Context: an optimization exercise on an open-source flow, tuned for small area and a short achievable clock period. The choices shown serve that exercise and are no tape-out recipe. In this exercise RTL edits were held to simulation tests only and were not proved equivalent to the original. No activity file was given, so power comes from the tool's default toggle rates.

Setup of job 2622:
## instr_fetch_mem
module instr_fetch_mem #(
   parameter int                ADDR_W   = 7,
   parameter int                DATA_W   = 32,
   parameter int                DEPTH    = 96,
   parameter logic [DATA_W-1:0] NOP_WORD = DATA_W'(fetch_pkg::NOP_WORD_DEFAULT)
) (
   input  logic              clk,
   input  logic              rst_n,
   output logic              init_done,
   input  logic              load_en,
   input  logic [ADDR_W-1:0] load_addr,
   input  logic [DATA_W-1:0] load_data,
   output logic              load_gnt,
   output logic              load_oob,
   input  logic              fetch_req,
   input  logic [ADDR_W-1:0] fetch_addr,
   output logic              fetch_gnt,
   output logic              instr_valid,
   input  logic              instr_ready,
   output logic [DATA_W-1:0] instr_out,
   output logic [ADDR_W-1:0] instr_addr
);
   localparam int                c_ptr_w = $clog2(DEPTH);
   localparam logic [c_ptr_w-1:0] c_last  = c_ptr_w'(DEPTH - 1);
   localparam logic [ADDR_W:0]    c_depth = (ADDR_W + 1)'(DEPTH);
   logic [c_ptr_w-1:0]   r_init_ptr;
   logic                 r_init_done;
   logic                 r_load_oob;
   logic                 r_valid;
   logic [ADDR_W-1:0]    r_addr;
   logic [DATA_W-1:0]    r_data;
  ...
Size: roughly 5500 cells after synthesis, about 3100 flip-flops, roughly 95 I/O pins, ~120000 sq um of cells after synthesis.
==> flow/config.mk <==
export PLATFORM = sky130hd
export DESIGN_NAME = instr_fetch_mem
export DESIGN_NICKNAME = instr_fetch_mem
export VERILOG_FILES = /design/flow/design.v
export SDC_FILE = /design/flow/constraint.sdc
export NUM_CORES = 4
export LEC_CHECK = 0
export CAP_MARGIN = 20
export CORE_MARGIN = 2
export CORE_UTILIZATION = 60
export CTS_BUF_LIST = sky130_fd_sc_hd__clkbuf_8
export CTS_CLUSTER_DIAMETER = 35
export CTS_CLUSTER_SIZE = 12
export SETUP_SLACK_MARGIN = 2.0
export SLEW_MARGIN = 20
==> flow/constraint.sdc <==
create_clock -name core_clock -period 5.0 [get_ports {clk}]
set_input_delay 1.0000 -clock core_clock [delete_from_list [all_inputs] [get_ports {clk}]]
set_output_delay 1.0000 -clock core_clock [all_outputs]
set_load 0.01 [all_outputs]
run.sh (not shown) runs the stock make flow with config.mk's settings and CLKGATE_MAP_FILE= SYNTH_SCRIPT=/design/flow/synth_recipe.tcl, a recipe that flattens the netlist after the stock synthesis.
Job 2622 finished every step from synthesis to the final layout, and the layout passed the timing, design-rule and antenna checks.
Relative to job 2622, the following input files were edited for job 2464:
- SETUP_SLACK_MARGIN: 2.0 -> 2.3
- CTS_BUF_LIST: sky130_fd_sc_hd__clkbuf_8 -> sky130_fd_sc_hd__clkbuf_16
- CTS_CLUSTER_DIAMETER: 35 -> 50
- CTS_CLUSTER_SIZE: 12 -> 24
## What came out
- NOTE detailed-route wire length on metal 1 job 2622->job 2464 increased by a few percent
- Job 2464 vs. job 2622: non-clock buffer count went up by 127.
- Sequential share of layout area: job 2464 vs job 2622 down 0.82 points
- NOTE: clock network fraction of design power in job 2464 falls short of that of job 2622
- Job 2464 vs. job 2622: worst-path maximum fanout went up 15, switching portion of total power went down 0.40 points, static leakage went up 1.2%, remaining max-slew budget at the tightest pin went down 1.3 points.
- Layout inverter count without the clock tree (job 2464 over job 2622): increase, 1
- The higher post-route worst hold slack came out of job 2622.
[inputs] job 5867 vs job 2464
- CTS_CLUSTER_DIAMETER: 50 -> 70
- SETUP_SLACK_MARGIN: 2.3 -> 2.2
- CTS_CLUSTER_SIZE: 24 -> 32
- CORE_UTILIZATION: 60 -> 65
--- outcome ---
- Compared with job 2464, job 5867 shows a combinational power that is about 6% lower.
- Cell area after placement of job 2464 is on par with job 5867.
- Final critical-path required period ends up higher on job 2464.
- Compared job 5867 vs job 2464, and die span in x is down in job 5867.
- | final instance area | lower: job 5867 |
- Job 5867 vs job 2464: total met2 wirelength after detailed routing down
- Going from job 2464 to job 5867, total power went down 7.0 mW, global-route usage over all layers picked up an extra 1.5 points, cell count along the critical path lower, buffer count from post-CTS setup fixing moved down.
- Job 5867 reports its end of the critical path as r_data[0]$_DFFE_PN0P_ while job 2464 reports r_data[22]$_DFFE_PN0P_.
- Looking at power share of the clock group, job 5867 sits below job 2464.
[inputs] job 5260 vs job 5867
- SETUP_SLACK_MARGIN: 2.2 -> 2.1
- CTS_CLUSTER_SIZE: 32 -> 36
Filler-free cell count of the finished design (job 5260 vs. job 5867) decreases slightly
Job 5260 vs. job 5867: total power roughly the same, met1 routed wirelength after detailed routing increased by about 0.35% relative to the old numbers, final critical-path setup slack shows a reduction of 72 ps.
In the reports for job 5867 and job 5260, the smaller design area belongs to job 5260.
--- input diff job 5260..job 9128 ---
- changing SETUP_SLACK_MARGIN from 2.1 to 2.0
- removing CTS_BUF_LIST (formerly sky130_fd_sc_hd__clkbuf_16)
- changing CORE_UTILIZATION from 65 to 60
- removing CTS_CLUSTER_SIZE (formerly 36)
- removing CTS_CLUSTER_DIAMETER (formerly 70)
## What came out
- Job 9128 reports a higher count of inserted antenna diode cells than job 5260 does.
- Final cell area: job 9128 above job 5260
- Setup slack: job 9128 less than job 5260
- Cmp job 9128 and job 5260 / share of power burned in the clock network / higher: job 9128


instr_fetch_mem again, from the RTL that the note above started with.
==> flow/design.v (excerpt) <==
module instr_fetch_mem #(
   parameter int                ADDR_W   = 7,
   parameter int                DATA_W   = 32,
   parameter int                DEPTH    = 96,
   parameter logic [DATA_W-1:0] NOP_WORD = DATA_W'(fetch_pkg::NOP_WORD_DEFAULT)
) (
   input  logic              clk,
   input  logic              rst_n,
   output logic              init_done,
   input  logic              load_en,
   input  logic [ADDR_W-1:0] load_addr,
   input  logic [DATA_W-1:0] load_data,
   output logic              load_gnt,
   output logic              load_oob,
   input  logic              fetch_req,
   input  logic [ADDR_W-1:0] fetch_addr,
   output logic              fetch_gnt,
   output logic              instr_valid,
   input  logic              instr_ready,
   output logic [DATA_W-1:0] instr_out,
   output logic [ADDR_W-1:0] instr_addr
);
   localparam int                c_ptr_w = $clog2(DEPTH);
   localparam logic [c_ptr_w-1:0] c_last  = c_ptr_w'(DEPTH - 1);
   localparam logic [ADDR_W:0]    c_depth = (ADDR_W + 1)'(DEPTH);
   logic [c_ptr_w-1:0]   r_init_ptr;
   logic                 r_init_done;
   logic                 r_load_oob;
   logic                 r_valid;
   logic [ADDR_W-1:0]    r_addr;
   logic [DATA_W-1:0]    r_data;
   logic                 w_load_oob;
   logic                 w_load_wr;
   logic                 w_accept;
   logic                 w_hit;
   logic                 w_we;
   logic [ADDR_W-1:0]    w_waddr;
   logic [DATA_W-1:0]    w_wdata;
   logic [DATA_W-1:0]    w_rdata;
   assign w_load_oob = {1'b0, load_addr} >= c_depth;
   assign w_load_wr  = load_en && r_init_done;
   assign w_accept   = fetch_req && fetch_gnt;
   assign w_we    = !r_init_done || (w_load_wr && !w_load_oob);
   assign w_waddr = r_init_done ? load_addr : ADDR_W'(r_init_ptr);
   assign w_wdata = r_init_done ? load_data : NOP_WORD;
   imem_array #(
      .ADDR_W (ADDR_W),
      .DATA_W (DATA_W),
      .DEPTH  (DEPTH)
   ) u_imem (
      .clk   (clk),
      .we    (w_we),
      .waddr (w_waddr),
      .wdata (w_wdata),
      .raddr (fetch_addr),
      .rdata (w_rdata)
   );
   assign w_hit = w_load_wr && !w_load_oob && (load_addr == fetch_addr);
  ...
Settings: LEC_CHECK=0, CAP_MARGIN=20, CORE_MARGIN=2, CORE_UTILIZATION=60, CTS_BUF_LIST=sky130_fd_sc_hd__clkbuf_16, CTS_CLUSTER_DIAMETER=50, CTS_CLUSTER_SIZE=24, SETUP_SLACK_MARGIN=2.0, SLEW_MARGIN=20; clock period 5.0 ns.
Then changed:
CORE_UTILIZATION = 65   (was 60)
CTS_CLUSTER_DIAMETER = 60   (was 50)
CTS_CLUSTER_SIZE = 30   (was 24)
SETUP_SLACK_MARGIN = 2.3   (was 2.0)
The changed run completed with no timing, DRC or antenna violations.
Combinational power rose by about a fifth.
Global-route usage is higher by 3.3 points.
Clock-buffer cell count came out lower by 69.
Cell area grows slightly.

re-timing with driven ports:
The flow's constraints put no driver on any port. The routed layouts listed below were extracted and timed again, unchanged, in two steps.
Step 1 assumes that a clkbuf_16 drives the clock port and a buf_2 every other input.
Step 2 moves the port delays by t, midway between the first and last clock arrival at a register: inputs arrive t later, outputs are due t later. That takes back most of the time a late clock gives input paths.
Slacks: ideal ports / drivers / drivers and shift; pairs: ideal ports / drivers.
run	shift t [ns]	setup slack, ns	worst hold slack (ns)	worst data-port slew with drivers (ns)
job 2622	1.228	1.623 / 1.492 / 0.264	0.354 / 0.279 / 0.477	0.27
job 2464	1.026	1.968 / 1.765 / 0.739	0.251 / 0.176 / 0.469	0.46
job 5867	0.954	2.034 / 1.758 / 0.804	0.462 / 0.392 / 0.490	0.50
job 5260	0.956	1.961 / 1.861 / 0.905	0.212 / 0.147 / 0.496	0.27
job 9128	1.022	1.768 / 1.677 / 0.655	0.483 / 0.483 / 0.483	0.28
the first run of note 2	0.990	1.746 / 1.618 / 0.628	0.049 / -0.008 / 0.486	0.32
the second run of note 2	0.962	1.981 / 1.589 / 0.627	0.489 / 0.464 / 0.489	0.55
After both steps every run listed still meets setup and hold. For job 2622, which loses most, drivers alone change the setup slack by -0.131 ns; drivers and shift together by -1.359 ns.
